Background: an optimization exercise with open tools, aiming at small area, a short achievable clock period and few clock cycles. Do not read the settings as production practice. At most, simulation tests tie the RTL to the original design; equivalence was not proved. The clock input has no modelled driver; a real chip could not lean on it and would need a root buffer or a full tree. Power is estimated from default activity; no workload was simulated.

==> inputs of run a <==
// sha256_padder
module sha256_padder (
	input  logic         clock,
	input  logic         regin_reset,
	input  logic         go,
	input  logic [5:0]   msg_len,
	input  logic [7:0]   mem_data,
	output logic [6:0]   mem_req,
	output logic [511:0] block,
	output logic         pad_rdy
);
	logic       en;      
	logic [5:0] addr;    
	logic       vld;     
	logic       clr;     
	logic       hd;      
	logic [5:0] len;     
	logic       accept;
	logic [7:0] msg [0:54];   
	logic       mark55;       
	assign accept  = go & hd;
	assign mem_req = {en, addr};
	always_ff @(posedge clock) begin
		if (regin_reset) begin
			en      <= 1'b0;
			vld     <= 1'b0;
			clr     <= 1'b0;
			hd      <= 1'b1;
			pad_rdy <= 1'b0;
		end else begin
			en      <= hd ? (go & (msg_len != 6'd0)) : (en & (addr != 6'd0));
			vld     <= en;
			clr     <= accept;
			hd      <= ~en & ~accept;
			pad_rdy <= ((clr | vld) & ~en) | (pad_rdy & ~go);
		end
	end
	always_ff @(posedge clock) begin
		addr <= hd ? msg_len - 6'd1 : addr - 6'd1;
	end
	always_ff @(posedge clock) begin
		if (accept) begin
			len <= msg_len;
		end
	end
	always_ff @(posedge clock) begin
		msg[0] <= ({8{vld}} & mem_data) | ({8{clr}} & 8'h80) | ({8{hd}} & msg[0]);
  ...
clock: 4.0 ns
lec_check: 0
cap_margin: 20
core_margin: 2
core_utilization: 50
cts_cluster_diameter: 80
cts_cluster_size: 30
setup_slack_margin: 2.25
slew_margin: 20
standard.sh (not shown) runs the stock make flow with config.mk's settings and CLKGATE_MAP_FILE= SYNTH_SCRIPT=/design/flow/synth_recipe.tcl, a recipe that flattens the netlist after the stock synthesis.
==> flow/flow/run.sh <==
#!/bin/bash
# Standard layout with buf_1 as the port buffer cell and the CTS root buffer
# removed (see post_cts.tcl). Each tool's output goes to standard.log.
export BUFFER_PORTS_ARGS="-buffer_cell sky130_fd_sc_hd__buf_1"
export POST_CTS_TCL=$PWD/flow/post_cts.tcl
bash standard.sh > standard.log 2>&1
==> flow/flow/post_cts.tcl <==
set block [ord::get_db_block]
set root [$block findInst clkbuf_0_clock]
if { $root != "NULL" } {
  set in_net [[$root findITerm A] getNet]
  set out_net [[$root findITerm X] getNet]
  set sinks {}
  foreach it [$out_net getITerms] {
    if { [$it getInst] != $root } { lappend sinks $it }
  }
  puts "post_cts: root buffer drives [llength $sinks] pins"
  if { [llength $sinks] <= 4 } {
    foreach it $sinks {
      $it disconnect
      $it connect $in_net
    }
    [$root findITerm A] disconnect
    [$root findITerm X] disconnect
    odb::dbInst_destroy $root
    odb::dbNet_destroy $out_net
    puts "post_cts: removed root buffer"
  }
}
estimate_parasitics -placement
repair_timing_helper
detailed_placement
check_placement -verbose
report_clock_min_period
==> run b: changes against run a <==
CORE_UTILIZATION = 60   (was 50)
SETUP_SLACK_MARGIN = default   (was 2.25)
==> tab_implementation.tex <==
\begin{tabular}{lr}
\hline
Metric & Value \\
\hline
\multicolumn{2}{l}{\textbf{Floorplanning}} \\
Die outline height & 158.3 um \\
Die width & 158.3 um \\
\multicolumn{2}{l}{\textbf{Power}} \\
Part of the power in the clock network & 30.2\% \\
\multicolumn{2}{l}{\textbf{Finish}} \\
Post-route design area & 16,380 sq um \\
Portion of the layout cell area used by non-clock buffers & 11.53\% \\
Number of nets in the layout & 1,511 \\
\multicolumn{2}{l}{\textbf{STA}} \\
Min cycle time layout & 1930 ps \\
\multicolumn{2}{l}{\textbf{Setup path}} \\
Kind of end point of the critical path & flip-flop \\
Type of the setup path with the least slack & reg -> reg \\
Stages on the worst setup path & 2 \\
\multicolumn{2}{l}{\textbf{Route}} \\
Initial DRC Count & 921 \\
Detailed-route wire length & 37,170 um \\
\multicolumn{2}{l}{\textbf{Run status}} \\
Outcome & timing/DRC/antenna clean \\
\multicolumn{2}{l}{\textbf{Global route}} \\
Met2 GRT Util & 44.29\% \\
\hline
\end{tabular}
# the run above: run b

==> tab_implementation.tex <==
\begin{tabular}{lr}
\hline
Metric & Value \\
\hline
\multicolumn{2}{l}{\textbf{Run status}} \\
Outcome & timing/DRC/antenna clean \\
\multicolumn{2}{l}{\textbf{Power}} \\
Part of the power in the clock network & 30.6\% \\
\multicolumn{2}{l}{\textbf{Setup path}} \\
Kind of end point of the critical path & output pin \\
Type of the setup path with the least slack & reg -> out \\
\multicolumn{2}{l}{\textbf{Finish}} \\
Post-route design area & 23,770 sq um \\
Number of nets in the layout & 1,947 \\
Portion of the layout cell area used by non-clock buffers & 36.16\% \\
\multicolumn{2}{l}{\textbf{Route}} \\
Detailed-route wire length & 51,990 um \\
\multicolumn{2}{l}{\textbf{STA}} \\
Min cycle time layout & 1744 ps \\
\multicolumn{2}{l}{\textbf{Global route}} \\
Met2 GRT Util & 57.10\% \\
\hline
\end{tabular}
# the run above: run a

Function was not checked in any run of this note: the RTL went through the layout flow alone.

---

==> inputs of job 4229 <==
sha256_padder, a different RTL version from the one above (not shown whole).
Design sha256_padder, start of the top module:
module sha256_padder (
	input  logic         clock,
	input  logic         regin_reset,
	input  logic         go,
	input  logic [5:0]   msg_len,
	input  logic [7:0]   mem_data,
	output logic [6:0]   mem_req,
	output logic [511:0] block,
	output logic         pad_rdy
);
==> module sha256_padder, before the edit <==
module sha256_padder (
	input  logic         clock,
	input  logic         regin_reset,
	input  logic         go,
	input  logic [5:0]   msg_len,
	input  logic [7:0]   mem_data,
	output logic [6:0]   mem_req,
	output logic [511:0] block,
	output logic         pad_rdy
);
	logic       idle;    
	logic       en;      
	logic [5:0] addr;    
	logic       clr;     
	logic       v0;      
	logic       vld;     
	logic       hd;      
	logic [5:0] len;     
	logic [5:0] lenq;    
	logic       accept;
	logic [7:0] msg [0:54];   
	logic       mark55;       
	assign accept  = go & idle;
	function automatic logic [5:0] dec6(input logic [5:0] x);
		for (int i = 0; i < 6; i++) begin
			dec6[i] = x[i] ^ ~|(x & ((6'd1 << i) - 6'd1));
		end
	endfunction
	assign mem_req = {en, addr};
	always_ff @(posedge clock) begin
		if (regin_reset) begin
			idle    <= 1'b1;
			en      <= 1'b0;
			clr     <= 1'b0;
			v0      <= 1'b0;
			vld     <= 1'b0;
			hd      <= 1'b1;
			pad_rdy <= 1'b0;
		end else begin
			idle    <= (idle & ~go) | ((clr | v0 | vld) & ~en);
			en      <= idle ? (go & (msg_len != 6'd0)) :
			           clr  ? (|len[5:1]) : (en & (addr != 6'd1));
			clr     <= accept;
			v0      <= en & clr;
			vld     <= en & ~clr;
			hd      <= ~accept & ~(en & ~clr);
			pad_rdy <= ((clr | v0 | vld) & ~en) | (pad_rdy & ~go);
		end
	end
	always_ff @(posedge clock) begin
		addr <= idle ? 6'd0 : clr ? dec6(len) : dec6(addr);
	end
	always_ff @(posedge clock) begin
		if (accept) begin
			len <= msg_len;
		end
		lenq <= len;
	end
	always_ff @(posedge clock) begin
		msg[0] <= ({8{v0}} & mem_data) | ({8{clr}} & 8'h80) | ({8{~clr & ~v0}} & msg[0]);
		msg[1] <= ({8{vld}} & mem_data) | ({8{clr & en}} & 8'h80) | ({8{hd}} & msg[1]);
		for (int i = 2; i < 55; i++) begin
			msg[i] <= ({8{vld}} & msg[i - 1]) | ({8{hd}} & msg[i]);
		end
		mark55 <= (vld & msg[54][7]) | (hd & mark55);
	end
	always_comb begin
		block = '0;
		for (int i = 0; i < 55; i++) begin
			block[511 - 8 * i -: 8] = msg[i];
		end
		block[71] = mark55;
		block[8:3] = lenq;
	end
endmodule
export LEC_CHECK = 0
export CAP_MARGIN = 20
export CORE_ASPECT_RATIO = 4
export CORE_MARGIN = 2
export CORE_UTILIZATION = 65
export SETUP_SLACK_MARGIN = 2.45
export SLEW_MARGIN = 20
create_clock -name core_clock -period 4.0 [get_ports {clock}]
==> flow/flow/run.sh <==
#!/bin/bash
# Layout: the standard flow with these changes.
#  - synthesis runs first, exactly as standard (synth.log);
#  - after synthesis, repair uses no delay cells (dont_use.tcl);
#  - port buffers are buf_1;
#  - flip-flops that drive an output buffer drive only it: their other
#    loads move to the buffer output; wide nets get balanced buffer trees,
#    repair_design caps fanout (pre_resize.tcl);
#  - the CTS buffer tree is replaced by a two-level inverter tree, and the
#    post-CTS repair runs on that tree (post_cts.tcl).
#  - repair may resize cells to other footprints (MATCH_CELL_FOOTPRINT=0).
#  - one tie cell drives up to 8 constant-0 output ports (tie_merge.tcl, run
#    from pre_resize.tcl).
#  - output buffers sit next to the flip-flops that drive them (post_dp.tcl).
# The rest of the tools' output goes to standard.log.
set -e
bash standard.sh synth > synth.log 2>&1
F=$PWD/flow
export BUFFER_PORTS_ARGS="-buffer_cell sky130_fd_sc_hd__buf_1"
export PRE_FLOORPLAN_TCL=$F/dont_use.tcl
export FLOW_TIE_GROUP=8
export PRE_RESIZE_TCL=$F/pre_resize.tcl
export POST_DETAIL_PLACE_TCL=$F/post_dp.tcl
export PRE_CTS_TCL=$F/dont_use.tcl
export POST_CTS_TCL=$F/post_cts.tcl
export PRE_GLOBAL_ROUTE_TCL=$F/dont_use.tcl
export FLOW_MAX_FANOUT=40
bash standard.sh SKIP_CTS_REPAIR_TIMING=1 MATCH_CELL_FOOTPRINT=0 finish > standard.log 2>&1
==> flow/flow/ftree.tcl <==
# Wide nets (the shift and hold selects of the block register) get a
# one-level buffer tree: any buffers already on the net are removed, then the
# loads are split by recursive bisection of their positions into equal groups
# of at most group_size, each driven by one buffer at its centroid. Uses
# itree_bisect / itree_centroid from inv_tree.tcl.
source [file dirname [info script]]/inv_tree.tcl

proc ftree_is_buf {inst} {
  set m [[$inst getMaster] getName]
  return [expr {[string match "sky130_fd_sc_hd__buf_*" $m] || [string match "sky130_fd_sc_hd__clkbuf_*" $m]}]
}

# move the loads of buffers hanging on net to net itself, recursively
proc ftree_collapse {net} {
  set n 0
  set again 1
  while {$again} {
    set again 0
    foreach it [$net getITerms] {
      if {[$it isOutputSignal]} { continue }
      set inst [$it getInst]
      if {![ftree_is_buf $inst]} { continue }
      set out [[$inst findITerm X] getNet]
      if {$out == "NULL" || [llength [$out getBTerms]] > 0} { continue }
      foreach l [$out getITerms] {
        if {[$l getInst] == $inst} { continue }
        $l disconnect
        $l connect $net
      }
      $it disconnect
      [$inst findITerm X] disconnect
      odb::dbInst_destroy $inst
      odb::dbNet_destroy $out
      incr n
      set again 1
      break
    }
  }
  return $n
}

proc ftree_build {min_loads group_size buf_name} {
  set db [ord::get_db]
  set block [ord::get_db_block]
  set bm [$db findMaster $buf_name]
  set wide {}
  foreach net [$block getNets] {
    if {[$net getSigType] != "SIGNAL"} { continue }
    if {[llength [$net getBTerms]] > 0} { continue }
    set driver ""
    foreach it [$net getITerms] { if {[$it isOutputSignal]} { set driver $it } }
    if {$driver == "" || [ftree_is_buf [$driver getInst]]} { continue }
    set nl 0
    foreach it [$net getITerms] {
      if {[$it isOutputSignal]} { continue }
      if {[ftree_is_buf [$it getInst]]} { incr nl 16 } else { incr nl }
    }
    if {$nl <= $min_loads} { continue }
    set is_clock 0
    foreach it [$net getITerms] {
      if {[[$it getMTerm] getName] == "CLK"} { set is_clock 1; break }
    }
    if {!$is_clock} { lappend wide $net }
  }
  set k 0
  foreach net $wide {
    set removed [ftree_collapse $net]
    set items {}
    set drv ""
    foreach it [$net getITerms] {
      if {[$it isOutputSignal]} { set drv $it; continue }
      set bb [[$it getInst] getBBox]
      lappend items [list [expr {([$bb xMin] + [$bb xMax]) / 2}] [expr {([$bb yMin] + [$bb yMax]) / 2}] $it]
    }
    if {$drv == ""} { continue }
    set levels 0
    while {[llength $items] > $group_size * (1 << $levels)} { incr levels }
    set groups [itree_bisect $items $levels]
    foreach grp $groups {
      set c [itree_centroid $grp]
      set inst [odb::dbInst_create $block $bm "ftree_buf_$k"]
      set sub [odb::dbNet_create $block "ftree_net_$k"]
      foreach s $grp {
        set it [lindex $s 2]
        $it disconnect
        $it connect $sub
      }
      [$inst findITerm A] connect $net
      [$inst findITerm X] connect $sub
      $inst setLocation [lindex $c 0] [lindex $c 1]
      $inst setPlacementStatus PLACED
      incr k
    }
    puts "ftree: [$net getName] removed $removed buffers, [llength $items] loads -> [llength $groups] buffers"
  }
}
==> flow/flow/post_dp.tcl <==
# After detailed placement: put each output port buffer that is driven by a
# flip-flop right next to that flip-flop, so the buffer, not the flip-flop,
# drives the wire to the pin; then legalize again.
set block [ord::get_db_block]
set moved 0
foreach bt [$block getBTerms] {
  if {[$bt getIoType] != "OUTPUT"} { continue }
  set pnet [$bt getNet]
  if {$pnet == "NULL"} { continue }
  set drv ""
  foreach it [$pnet getITerms] { if {[$it isOutputSignal]} { set drv $it } }
  if {$drv == ""} { continue }
  set buf [$drv getInst]
  if {![string match "sky130_fd_sc_hd__buf_*" [[$buf getMaster] getName]]} { continue }
  set in_net [[$buf findITerm A] getNet]
  if {$in_net == "NULL"} { continue }
  set src ""
  foreach it [$in_net getITerms] { if {[$it isOutputSignal]} { set src $it } }
  if {$src == "" || [[$src getMTerm] getName] != "Q"} { continue }
  set ff [$src getInst]
  set loc [$ff getLocation]
  $buf setLocation [expr {[lindex $loc 0] + [[$ff getMaster] getWidth]}] [lindex $loc 1]
  incr moved
}
puts "post_dp: moved $moved output buffers next to their flip-flops"
detailed_placement
optimize_mirroring
check_placement -verbose
estimate_parasitics -placement
==> flow/flow/pre_resize.tcl <==
# Before repair_design:
#  - a flip-flop that drives an output port's buffer hands its other loads to
#    the buffer's output, so the flip-flop itself drives only the buffer;
#  - the wide control nets (shift and hold selects of the block register) get
#    a balanced buffer tree (ftree.tcl), and fanout is capped for the rest.
source [file dirname [info script]]/dont_use.tcl
source [file dirname [info script]]/tie_merge.tcl

set block [ord::get_db_block]
set moved 0
foreach bt [$block getBTerms] {
  if {[$bt getIoType] != "OUTPUT"} { continue }
  set pnet [$bt getNet]
  if {$pnet == "NULL"} { continue }
  set drv ""
  foreach it [$pnet getITerms] { if {[$it isOutputSignal]} { set drv $it } }
  if {$drv == ""} { continue }
  set buf [$drv getInst]
  if {![string match "sky130_fd_sc_hd__buf_*" [[$buf getMaster] getName]]} { continue }
  set in_net [[$buf findITerm A] getNet]
  if {$in_net == "NULL" || [llength [$in_net getBTerms]] > 0} { continue }
  set src ""
  foreach it [$in_net getITerms] { if {[$it isOutputSignal]} { set src $it } }
  if {$src == "" || [[$src getMTerm] getName] != "Q"} { continue }
  foreach it [$in_net getITerms] {
    if {$it == $src || [$it getInst] == $buf} { continue }
    $it disconnect
    $it connect $pnet
    incr moved
  }
}
puts "pre_resize: moved $moved loads behind output buffers"

source [file dirname [info script]]/ftree.tcl
ftree_build 100 28 sky130_fd_sc_hd__buf_4

set_max_fanout $::env(FLOW_MAX_FANOUT) [current_design]
Other scripts of this flow, unchanged in this note and not shown: flow/flow/dont_use.tcl, flow/flow/inv_tree.tcl, flow/flow/post_cts.tcl, flow/flow/tie_merge.tcl
==> job 7786 (differences from job 4229) <==
--- a/flow/design.v
+++ b/flow/design.v
@@ -18,5 +18,4 @@
 	logic       hd;      
 	logic [5:0] len;     
-	logic [5:0] lenq;    
 	logic       accept;
 	logic [7:0] msg [0:54];   
@@ -56,5 +55,4 @@
 			len <= msg_len;
 		end
-		lenq <= len;
 	end
 	always_ff @(posedge clock) begin
@@ -72,5 +70,5 @@
 		end
 		block[71] = mark55;
-		block[8:3] = lenq;
+		block[8:3] = len;
 	end
 endmodule
--- a/flow/flow/run.sh
+++ b/flow/flow/run.sh
@@ -5,6 +5,5 @@
 #  - port buffers are buf_1;
 #  - flip-flops that drive an output buffer drive only it: their other
-#    loads move to the buffer output; wide nets get balanced buffer trees,
-#    repair_design caps fanout (pre_resize.tcl);
+#    loads move to the buffer output; repair_design caps fanout (pre_resize.tcl);
 #  - the CTS buffer tree is replaced by a two-level inverter tree, and the
 #    post-CTS repair runs on that tree (post_cts.tcl).
@@ -12,5 +11,4 @@
 #  - one tie cell drives up to 8 constant-0 output ports (tie_merge.tcl, run
 #    from pre_resize.tcl).
-#  - output buffers sit next to the flip-flops that drive them (post_dp.tcl).
 # The rest of the tools' output goes to standard.log.
 set -e
@@ -21,8 +19,7 @@
 export FLOW_TIE_GROUP=8
 export PRE_RESIZE_TCL=$F/pre_resize.tcl
-export POST_DETAIL_PLACE_TCL=$F/post_dp.tcl
 export PRE_CTS_TCL=$F/dont_use.tcl
 export POST_CTS_TCL=$F/post_cts.tcl
 export PRE_GLOBAL_ROUTE_TCL=$F/dont_use.tcl
-export FLOW_MAX_FANOUT=40
+export FLOW_MAX_FANOUT=16
 bash standard.sh SKIP_CTS_REPAIR_TIMING=1 MATCH_CELL_FOOTPRINT=0 finish > standard.log 2>&1
--- a/flow/flow/pre_resize.tcl
+++ b/flow/flow/pre_resize.tcl
@@ -2,6 +2,6 @@
 #  - a flip-flop that drives an output port's buffer hands its other loads to
 #    the buffer's output, so the flip-flop itself drives only the buffer;
-#  - the wide control nets (shift and hold selects of the block register) get
-#    a balanced buffer tree (ftree.tcl), and fanout is capped for the rest.
+#  - cap the fanout so the wide control nets (shift and hold selects of the
+#    block register) get buffer trees.
 source [file dirname [info script]]/dont_use.tcl
 source [file dirname [info script]]/tie_merge.tcl
@@ -32,6 +32,3 @@
 puts "pre_resize: moved $moved loads behind output buffers"
 
-source [file dirname [info script]]/ftree.tcl
-ftree_build 100 28 sky130_fd_sc_hd__buf_4
-
 set_max_fanout $::env(FLOW_MAX_FANOUT) [current_design]
- CORE_UTILIZATION: 65 -> 80
- SETUP_SLACK_MARGIN: 2.45 -> 2.4
removed: flow/flow/ftree.tcl
removed: flow/flow/post_dp.tcl
==> job 5910 (differences from job 4229) <==
- CORE_UTILIZATION: 65 -> 75
==> job 715 (differences from job 4229) <==
- CORE_UTILIZATION: 65 -> 70
- SETUP_SLACK_MARGIN: 2.45 -> 2.4
==> summary.txt <==
uppermost layer routed: met4
Worst Path Arrival: 1.69 ns
fraction of area in registers: 0.554
DIE WIDTH: 73.9 um
Max Freq: 621 MHz
Net Sw Power: 1870 uW
share of post-route cells with drive strength above 1: 0.302
first-iteration detailed-routing DRC count: 944
Area Overhead vs Synth: 15.7%
Non-clock inverters: 30
area share of and/or/nand/nor cells after synthesis: 0.0102
hpwl dp: 32900 um
outcome: complete, no violations
[end of results for job 5910]
==> summary.txt <==
share of post-route cells with drive strength above 1: 0.118
Hold/Removal Path Class: reg -> reg
Mapped Cells: 1133
RSZ-0062 raised after global routing: false
Area Overhead vs Synth: 13.1%
area share of and/or/nand/nor cells after synthesis: 0.0102
hpwl dp: 30000 um
Max Freq: 623 MHz
uppermost layer routed: met4
outcome: complete, no violations
first-iteration detailed-routing DRC count: 729
Non-clock inverters: 30
Worst Path Arrival: 1.70 ns
Reg2Reg Launch Point: addr[1]$_SDFF_PP0_
DIE WIDTH: 76.4 um
WL/cell: 23.9 um
Net Sw Power: 1840 uW
reg2reg setup slack: 2.40 ns
fraction of area in registers: 0.566
post-placement cell area: 16000 um2
Largest register FFs: 440
[end of results for job 715]
==> summary.txt <==
hpwl dp: 37900 um
Adder-Cell Fraction of Synth Area: 0.00602
outcome: aborted with a tool error
DIE WIDTH: 71.4 um
Most Crowded Layer GR: met2
Initial Util: 0.818
Placed Cells: 1712
met3 Use GR: 0.425
Failed at: global routing (5_1_grt)
Log Error: [ERROR GRT-0116] Global routing finished with congestion. Check the congestion regions in the DRC Viewer.
area share of and/or/nand/nor cells after synthesis: 0.0103
[end of results for job 7786]
==> summary.txt <==
Die ar.: 24100 um2
Crit. End Element: output port
Net Sw Power: 1840 uW
uppermost layer routed: met4
Critical-path top delay cell: dfxtp_1
clock latency (worst-skew pair): 0.19 ns
area share of and/or/nand/nor cells after synthesis: 0.0102
synth top area cells: dfxtp_1 63%, a22o_1 26%, buf_4 3.6%
commonest non-fill, non-tap cell in the layout: dfxtp_1
Area Overhead vs Synth: 15.4%
hpwl dp: 30600 um
DIE WIDTH: 79.1 um
Nets: 1523
outcome: complete, no violations
Placed Cells: 1757
multi-input logic area: 4250 um2
share of post-route cells with drive strength above 1: 0.300
reg2reg setup slack: 2.49 ns
Non-clock inverters: 30
first-iteration detailed-routing DRC count: 613
Worst Path Arrival: 0.74 ns
number of port buffers: 471
[end of results for job 4229]
Testbench counts of job 4229, summed over its fixed seeds: cycles 15,553.
Testbench counts of job 7786, summed over its fixed seeds: cycles 15,553.
Testbench counts of job 5910, summed over its fixed seeds: cycles 15,553.
Testbench counts of job 715, summed over its fixed seeds: cycles 15,553.
The clock cells of job 4229, job 5910 and job 715 come from the design's own scripts or RTL, not from TritonCTS.

## what the ideal ports hide
How much do the figures lean on ideal ports? The routed layouts below were timed once more, with nothing changed but the port constraints. Step 1 (the two cells are an assumption about what drives the block):
set clk [get_ports {clock}]
set_driving_cell -lib_cell sky130_fd_sc_hd__clkbuf_16 $clk
set_driving_cell -lib_cell sky130_fd_sc_hd__buf_2 [delete_from_list [all_inputs] $clk]
Step 2 times the ports against the registers' clock, not the clock port: input delays grow and output delays shrink by t, the midpoint of the rising clock arrivals with the driver on. a / b / c = no drivers / after step 1 / after step 2; a / b = the first two.
run	shift t [ns]	slack for setup (ns)	hold slack, ns	slew at the worst register clock pin (ns)
run a	0.467	2.256 / 2.191 / 2.054	0.460 / 0.460 / 0.460	0.12 / 0.12
run b	0.440	2.070 / 2.057 / 2.070	0.464 / 0.464 / 0.464	0.11 / 0.11
job 4229	0.409	2.462 / 2.235 / 2.318	0.381 / 0.381 / 0.381	0.11 / 0.11
job 5910	0.401	2.390 / 2.186 / 2.241	0.392 / 0.392 / 0.392	0.10 / 0.11
job 715	0.403	2.396 / 2.177 / 2.326	0.395 / 0.395 / 0.395	0.11 / 0.11
After both steps every run listed still meets setup and hold. The setup slack of run a, which loses most, moves by -0.065 ns with the drivers and by -0.202 ns with both steps.
